What follows belongs to an exercise in optimizing a design on an open flow for small area, a short achievable clock period and few clock cycles per item; a production flow would make more cautious choices.
Only simulation tests tie the RTL to the original design; equivalence was not proved.
No activity file was given, so power comes from the tool's default toggle rates.

==> run a <==
## gray_quantizer_with_dither
module gray_quantizer_with_dither
(
  input  wire logic              clk,
  input  wire logic              rst_n,
  input  wire logic              in_valid,
  output logic                   in_ready,
  input  wire logic [23:0]       in_data,
  output logic                   out_valid,
  input  wire logic              out_ready,
  output logic [8:0]             out_data,
  input  wire logic              psel,
  input  wire logic              penable,
  input  wire logic              pwrite,
  input  wire logic [gqd_pkg::ADDR_W-1:0] paddr,
  input  wire logic [gqd_pkg::DATA_W-1:0] pwdata,
  output logic [gqd_pkg::DATA_W-1:0]      prdata,
  output logic                   pready
);
clock: 8.0 ns
lec_check: 0
abc_area: 1
cap_margin: 20
core_margin: 2
core_utilization: 45
cts_buf_list: sky130_fd_sc_hd__clkbuf_4 sky130_fd_sc_hd__clkbuf_8
cts_cluster_size: 40
setup_slack_margin: 4.5
slew_margin: 20
run.sh (not shown) runs the stock make flow with config.mk's settings and CLKGATE_MAP_FILE= SYNTH_SCRIPT=/design/flow/synth_recipe.tcl, a recipe that flattens the netlist after the stock synthesis.
==> inputs of run b, as changes to run a <==
--- a/flow/config.mk
+++ b/flow/config.mk
@@ -9,7 +9,7 @@
 export CAP_MARGIN = 20
 export CORE_MARGIN = 2
 export CORE_UTILIZATION = 45
 export CTS_BUF_LIST = sky130_fd_sc_hd__clkbuf_4 sky130_fd_sc_hd__clkbuf_8
 export CTS_CLUSTER_SIZE = 40
-export SETUP_SLACK_MARGIN = 4.5
+export SETUP_SLACK_MARGIN = 3.5
 export SLEW_MARGIN = 20
==> inputs of run c, as changes to run a <==
--- a/flow/design.v
+++ b/flow/design.v
@@ -172,11 +172,11 @@
   assign prod = sum[14:7];
 endmodule
 module gqd_mulr (
   input  wire logic [7:0] v,
   input  wire logic [7:0] n,
-  output logic      [7:0] r
+  output logic      [7:0] x
 );
   logic ws1;
   logic wc1;
   logic ws2;
   logic wc2;
@@ -269,11 +269,16 @@
   assign ws23 = wc10 ^ wc15 ^ ws16;
   assign wc23 = (wc10 & wc15) | (wc10 & ws16) | (wc15 & ws16);
   logic [7:0] row_a, row_b;
   assign row_a = {wc21, wc20, wc19, wc18, wc17, (v[2] & n[0]), (v[0] & n[1]), (v[0] & n[0])};
   assign row_b = {ws22, ws21, ws20, ws19, ws18, ws17, (v[1] & n[0]), 1'b0};
-  assign r = row_a + row_b;
+  logic [7:0] na, nb, csa_s, csa_c;
+  assign na = ~row_a;
+  assign nb = ~row_b;
+  assign csa_s = na ^ nb ^ 8'd130;
+  assign csa_c = (na & nb) | ((na | nb) & 8'd130);
+  assign x = csa_s + (csa_c << 1);
 endmodule
 `default_nettype wire
 `default_nettype none
 module gqd_build
 (
@@ -410,11 +415,11 @@
       if (row_end) begin
         row_r <= plane_end ? '0 : row_p1[PW-1:0];
       end
     end
   end
-  logic       s1_v, s1_pe, s1_up, s1_incu, s1_incd;
+  logic       s1_v, s1_pe, s1_up, s1_inc;
   logic [7:0] s1_p;
   logic [6:0] s1_fh;
   always_ff @(posedge clk) begin
     if (!rst_n) begin
       s1_v <= 1'b0;
@@ -424,12 +429,12 @@
     if (en) begin
       s1_pe   <= plane_end;
       s1_p    <= in_data[23:16];
       s1_fh   <= dither_i ? in_data[15:9] : 7'd0;
       s1_up   <= dither_i && pos;
-      s1_incu <= dither_i && pos && (in_data[15:0] != 16'd0);
-      s1_incd <= dither_i && !pos && (in_data[15:0] == 16'hFFFF);
+      s1_inc  <= dither_i && (pos ? (in_data[15:0] != 16'd0) :
+                                    (in_data[15:0] == 16'hFFFF && pow2_i));
     end
   end
   logic [7:0] p1;
   gqd_div u_div1 (
     .a    ({1'b0, s1_fh}),
@@ -447,26 +452,21 @@
     end
     if (en) begin
       s2_pe   <= s1_pe;
       s2_p    <= s1_p;
       s2_up   <= s1_up;
-      s2_inc  <= s1_incu || (s1_incd && pow2_i);
+      s2_inc  <= s1_inc;
       s2_prod <= big_i ? 8'd0 : p1;
     end
   end
   logic [6:0] q1;
-  logic [9:0] vsum;
+  logic [8:0] vsum;
   logic [7:0] v;
   always_comb begin
-    q1 = 7'(s2_prod >> shift_i);
-    if (s2_up) begin
-      vsum = {2'b00, s2_p} + {3'b000, q1} + {9'd0, s2_inc};
-      v    = vsum[8] ? 8'hFF : vsum[7:0];
-    end else begin
-      vsum = {2'b00, s2_p} - {3'b000, q1} - {9'd0, s2_inc};
-      v    = vsum[9] ? 8'h00 : vsum[7:0];
-    end
+    q1   = 7'(s2_prod >> shift_i);
+    vsum = {1'b0, s2_p} + ({2'b00, q1} ^ {9{!s2_up}}) + {8'd0, s2_up ? s2_inc : !s2_inc};
+    v    = vsum[8] ? {8{s2_up}} : vsum[7:0];
   end
   logic       s3_v, s3_pe;
   logic [7:0] s3_vp;
   always_ff @(posedge clk) begin
     if (!rst_n) begin
@@ -477,20 +477,20 @@
     if (en) begin
       s3_pe <= s2_pe;
       s3_vp <= v;
     end
   end
-  logic [7:0] r, y;
+  logic [7:0] x, y;
   logic       sgn;
   gqd_mulr u_mulr (
     .v (s3_vp),
     .n (n_lo_i),
-    .r (r)
+    .x (x)
   );
   always_comb begin
-    sgn = r > 8'd128;
-    y   = sgn ? 8'(r - 8'd129) : 8'(8'd128 - r);
+    sgn = x[7] && (x[6:0] != 7'd0);
+    y   = x ^ {8{sgn}};
   end
   logic       s4_v, s4_pe, s4_sgn;
   logic [7:0] s4_vp, s4_y;
   always_ff @(posedge clk) begin
     if (!rst_n) begin
@@ -529,16 +529,12 @@
   end
   logic [7:0] q2;
   logic [8:0] osum;
   logic [7:0] opix;
   always_comb begin
-    q2 = 8'(s5_prod >> shift_i);
-    if (s5_sgn) begin
-      osum = {1'b0, s5_vp} - {1'b0, q2} - 9'd1;    
-    end else begin
-      osum = {1'b0, s5_vp} + {1'b0, q2};
-    end
+    q2   = 8'(s5_prod >> shift_i);
+    osum = {1'b0, s5_vp} + ({1'b0, q2} ^ {9{s5_sgn}});
     opix = osum[8] ? 8'hFF : osum[7:0];
   end
   logic       out_valid_r;
   logic [8:0] out_data_r, sk_data_r;
   always_ff @(posedge clk) begin
==> flow/flow/run.sh (new file) <==
#!/bin/bash
# The standard layout (the standard.sh: ORFS synthesis to final layout), with the
# ports buffered by buf_1 cells instead of the resizer's default choice.
export BUFFER_PORTS_ARGS="-buffer_cell sky130_fd_sc_hd__buf_1"
bash standard.sh > standard_flow.log 2>&1
==> flow/standard.sh (new file) <==
#!/bin/bash
# synth_recipe.tcl (not shown) runs the flow's synth.tcl, then flattens the netlist and writes it again
# the make line also repeats each setting of config.mk as NAME=value (left out here)
make -C /OpenROAD-flow-scripts/flow DESIGN_CONFIG=/design/flow/config.mk WORK_HOME=/design/flow/orfs CLKGATE_MAP_FILE= SYNTH_SCRIPT=/design/flow/synth_recipe.tcl "${@:-finish}"
==> flow/config.mk (replaced) <==
export PLATFORM = sky130hd
export DESIGN_NAME = gray_quantizer_with_dither
export DESIGN_NICKNAME = gray_quantizer_with_dither
export VERILOG_FILES = /design/flow/design.v
export SDC_FILE = /design/flow/constraint.sdc
export NUM_CORES = 4
export LEC_CHECK = 0
export ABC_CLOCK_PERIOD_IN_PS = 4000
export CAP_MARGIN = 20
export CORE_MARGIN = 2
export CORE_UTILIZATION = 45
export CTS_BUF_LIST = sky130_fd_sc_hd__clkbuf_4 sky130_fd_sc_hd__clkbuf_8
export CTS_CLUSTER_SIZE = 40
export SETUP_SLACK_MARGIN = 3.8
export SLEW_MARGIN = 20
removed: flow/run.sh
==> inputs of run d, as changes to run a <==
--- a/flow/design.v
+++ b/flow/design.v
@@ -172,11 +172,11 @@
   assign prod = sum[14:7];
 endmodule
 module gqd_mulr (
   input  wire logic [7:0] v,
   input  wire logic [7:0] n,
-  output logic      [7:0] r
+  output logic      [7:0] x
 );
   logic ws1;
   logic wc1;
   logic ws2;
   logic wc2;
@@ -269,11 +269,16 @@
   assign ws23 = wc10 ^ wc15 ^ ws16;
   assign wc23 = (wc10 & wc15) | (wc10 & ws16) | (wc15 & ws16);
   logic [7:0] row_a, row_b;
   assign row_a = {wc21, wc20, wc19, wc18, wc17, (v[2] & n[0]), (v[0] & n[1]), (v[0] & n[0])};
   assign row_b = {ws22, ws21, ws20, ws19, ws18, ws17, (v[1] & n[0]), 1'b0};
-  assign r = row_a + row_b;
+  logic [7:0] na, nb, csa_s, csa_c;
+  assign na = ~row_a;
+  assign nb = ~row_b;
+  assign csa_s = na ^ nb ^ 8'd130;
+  assign csa_c = (na & nb) | ((na | nb) & 8'd130);
+  assign x = csa_s + (csa_c << 1);
 endmodule
 `default_nettype wire
 `default_nettype none
 module gqd_build
 (
@@ -385,12 +390,12 @@
   input  wire logic        out_ready,
   output logic [8:0]       out_data
 );
   localparam int PW = gqd_pkg::POS_W;
   logic en, accept;
-  logic sk_valid_r;
-  assign en       = !sk_valid_r;
+  logic out_valid_r;
+  assign en       = !out_valid_r || out_ready;
   assign in_ready = en;
   assign accept   = in_valid && en;
   logic [PW-1:0] col_r, row_r;
   logic [PW:0]   col_p1, row_p1;
   logic          row_end, plane_end, pos;
@@ -410,11 +415,11 @@
       if (row_end) begin
         row_r <= plane_end ? '0 : row_p1[PW-1:0];
       end
     end
   end
-  logic       s1_v, s1_pe, s1_up, s1_incu, s1_incd;
+  logic       s1_v, s1_pe, s1_up, s1_inc;
   logic [7:0] s1_p;
   logic [6:0] s1_fh;
   always_ff @(posedge clk) begin
     if (!rst_n) begin
       s1_v <= 1'b0;
@@ -424,12 +429,12 @@
     if (en) begin
       s1_pe   <= plane_end;
       s1_p    <= in_data[23:16];
       s1_fh   <= dither_i ? in_data[15:9] : 7'd0;
       s1_up   <= dither_i && pos;
-      s1_incu <= dither_i && pos && (in_data[15:0] != 16'd0);
-      s1_incd <= dither_i && !pos && (in_data[15:0] == 16'hFFFF);
+      s1_inc  <= dither_i && (pos ? (in_data[15:0] != 16'd0) :
+                                    (in_data[15:0] == 16'hFFFF && pow2_i));
     end
   end
   logic [7:0] p1;
   gqd_div u_div1 (
     .a    ({1'b0, s1_fh}),
@@ -447,26 +452,21 @@
     end
     if (en) begin
       s2_pe   <= s1_pe;
       s2_p    <= s1_p;
       s2_up   <= s1_up;
-      s2_inc  <= s1_incu || (s1_incd && pow2_i);
+      s2_inc  <= s1_inc;
       s2_prod <= big_i ? 8'd0 : p1;
     end
   end
   logic [6:0] q1;
-  logic [9:0] vsum;
+  logic [8:0] vsum;
   logic [7:0] v;
   always_comb begin
-    q1 = 7'(s2_prod >> shift_i);
-    if (s2_up) begin
-      vsum = {2'b00, s2_p} + {3'b000, q1} + {9'd0, s2_inc};
-      v    = vsum[8] ? 8'hFF : vsum[7:0];
-    end else begin
-      vsum = {2'b00, s2_p} - {3'b000, q1} - {9'd0, s2_inc};
-      v    = vsum[9] ? 8'h00 : vsum[7:0];
-    end
+    q1   = 7'(s2_prod >> shift_i);
+    vsum = {1'b0, s2_p} + ({2'b00, q1} ^ {9{!s2_up}}) + {8'd0, s2_up ? s2_inc : !s2_inc};
+    v    = vsum[8] ? {8{s2_up}} : vsum[7:0];
   end
   logic       s3_v, s3_pe;
   logic [7:0] s3_vp;
   always_ff @(posedge clk) begin
     if (!rst_n) begin
@@ -477,20 +477,20 @@
     if (en) begin
       s3_pe <= s2_pe;
       s3_vp <= v;
     end
   end
-  logic [7:0] r, y;
+  logic [7:0] x, y;
   logic       sgn;
   gqd_mulr u_mulr (
     .v (s3_vp),
     .n (n_lo_i),
-    .r (r)
+    .x (x)
   );
   always_comb begin
-    sgn = r > 8'd128;
-    y   = sgn ? 8'(r - 8'd129) : 8'(8'd128 - r);
+    sgn = x[7] && (x[6:0] != 7'd0);
+    y   = x ^ {8{sgn}};
   end
   logic       s4_v, s4_pe, s4_sgn;
   logic [7:0] s4_vp, s4_y;
   always_ff @(posedge clk) begin
     if (!rst_n) begin
@@ -529,41 +529,23 @@
   end
   logic [7:0] q2;
   logic [8:0] osum;
   logic [7:0] opix;
   always_comb begin
-    q2 = 8'(s5_prod >> shift_i);
-    if (s5_sgn) begin
-      osum = {1'b0, s5_vp} - {1'b0, q2} - 9'd1;    
-    end else begin
-      osum = {1'b0, s5_vp} + {1'b0, q2};
-    end
+    q2   = 8'(s5_prod >> shift_i);
+    osum = {1'b0, s5_vp} + ({1'b0, q2} ^ {9{s5_sgn}});
     opix = osum[8] ? 8'hFF : osum[7:0];
   end
-  logic       out_valid_r;
-  logic [8:0] out_data_r, sk_data_r;
+  logic [8:0] out_data_r;
   always_ff @(posedge clk) begin
     if (!rst_n) begin
       out_valid_r <= 1'b0;
-      sk_valid_r  <= 1'b0;
     end else if (en) begin
-      if (!out_valid_r || out_ready) begin
-        out_valid_r <= s5_v;
-      end else begin
-        sk_valid_r  <= s5_v;
-      end
-    end else if (out_ready) begin
-      sk_valid_r  <= 1'b0;
+      out_valid_r <= s5_v;
     end
     if (en) begin
-      if (!out_valid_r || out_ready) begin
-        out_data_r <= {opix, s5_pe};
-      end else begin
-        sk_data_r  <= {opix, s5_pe};
-      end
-    end else if (out_ready) begin
-      out_data_r <= sk_data_r;
+      out_data_r <= {opix, s5_pe};
     end
   end
   assign out_valid = out_valid_r;
   assign out_data  = out_data_r;
 endmodule
==> flow/flow/run.sh (new file) <==
#!/bin/bash
# The standard layout (the standard.sh: ORFS synthesis to final layout), with the
# ports buffered by buf_1 cells instead of the resizer's default choice.
export BUFFER_PORTS_ARGS="-buffer_cell sky130_fd_sc_hd__buf_1"
bash standard.sh > standard_flow.log 2>&1
==> flow/standard.sh (new file) <==
#!/bin/bash
# synth_recipe.tcl (not shown) runs the flow's synth.tcl, then flattens the netlist and writes it again
# the make line also repeats each setting of config.mk as NAME=value (left out here)
make -C /OpenROAD-flow-scripts/flow DESIGN_CONFIG=/design/flow/config.mk WORK_HOME=/design/flow/orfs CLKGATE_MAP_FILE= SYNTH_SCRIPT=/design/flow/synth_recipe.tcl "${@:-finish}"
--- a/flow/config.mk
+++ b/flow/config.mk
@@ -6,10 +6,10 @@
 export NUM_CORES = 4
 export LEC_CHECK = 0
 export ABC_AREA = 1
 export CAP_MARGIN = 20
 export CORE_MARGIN = 2
-export CORE_UTILIZATION = 45
+export CORE_UTILIZATION = 50
 export CTS_BUF_LIST = sky130_fd_sc_hd__clkbuf_4 sky130_fd_sc_hd__clkbuf_8
-export CTS_CLUSTER_SIZE = 40
-export SETUP_SLACK_MARGIN = 4.5
+export CTS_CLUSTER_SIZE = 30
+export SETUP_SLACK_MARGIN = 3.8
 export SLEW_MARGIN = 20
removed: flow/run.sh
==> qor summary <==
|  | run d | run a | run b | run c |
|---|---|---|---|---|
| Result of the run | no timing/DRC/antenna violations | no timing/DRC/antenna violations | no timing/DRC/antenna violations | no timing/DRC/antenna violations |
| Worst IR drop on VDD | 0.323 mV | 0.334 mV | 0.214 mV | 0.245 mV |
| Compound-gate portion of the synthesized area | 0.105 | 0.113 | 0.113 | 0.123 |
| Comb. pwr | 2.93 mW | 3.07 mW | 2.26 mW | 2.41 mW |
| Nets | 2107 | 2332 | 2256 | 1868 |
| Number of filler instances in the final layout | 2645 | 2983 | 3173 | 2859 |
| Post-Route M1 WL | 14000 um | 17100 um | 16400 um | 15400 um |
| Post-synth design cell area | 13900 um^2 | 15000 um^2 | 15000 um^2 | 14100 um^2 |
| Avg WL per Cell | 14.0 um | 14.2 um | 13.6 um | 15.9 um |
| Count of sequential standard cells | 167 | 178 | 178 | 177 |
| Synthesized flop and latch total | 167 | 178 | 178 | 177 |
| Skew-Pair Late Insertion Delay | 0.46 ns | 0.49 ns | 0.48 ns | 0.47 ns |
| Area delta synth->final | 9.90% | 21.0% | 10.5% | 13.0% |
| Crit-path most repeated cell | - | - | clkdlybuf4s15_2 | ha_4 |
| Design Power | 4.90 mW | 5.05 mW | 4.28 mW | 4.40 mW |
| Maximum clock skew at final layout | 0.0229 ns | 0.0164 ns | 0.0155 ns | 0.0278 ns |
| Number of clock buffers in the layout | 19 | 17 | 18 | 20 |
| Min-Delay Endpoint | u_pipe.s2_up | u_pipe.s5_vp[5] | u_pipe.s5_vp[4] | u_pipe.s5_sgn |
| Leak | 7.60 nW | 8.76 nW | 8.27 nW | 6.81 nW |
| Via count normalized by instance count | 5.09 | 5.02 | 5.02 | 5.34 |
| Switching Share | 0.462 | 0.449 | 0.452 | 0.397 |
Testbench counts of run a, summed over its fixed seeds: cycles 131,552, pixels 131,072.
Testbench counts of run b, summed over its fixed seeds: cycles 131,552, pixels 131,072.
Testbench counts of run c, summed over its fixed seeds: cycles 131,552, pixels 131,072.
Testbench counts of run d, summed over its fixed seeds: cycles 131,552, pixels 131,072.

## re-timing with driven ports
Ports are ideal in the flow. The routed layouts listed here were re-timed in OpenROAD. Step 1 assumes that a clkbuf_16 drives the clock port and a buf_2 every other input. Step 2 moves the port delays by t, midway between the first and last clock arrival at a register: inputs arrive t later, outputs are due t later. That takes back most of the time a late clock gives input paths. Slacks: ideal / step 1 / step 2; pairs: ideal / step 1.
run	shift t [ns]	slack for setup (ns)	worst setup path at the end	clock arrival spread, ns
run a	0.536	3.969 / 3.923 / 3.923	input to output	0.018 / 0.018
run b	0.520	3.571 / 3.551 / 3.551	input to output	0.016 / 0.016
run c	0.505	3.674 / 3.674 / 3.674	register to register	0.028 / 0.028
run d	0.497	3.813 / 3.774 / 3.774	input to output	0.024 / 0.024
After both steps setup and hold are still met in every run listed. The setup slack of run a, which loses most, moves by -0.046 ns with the drivers and by -0.046 ns with both steps.
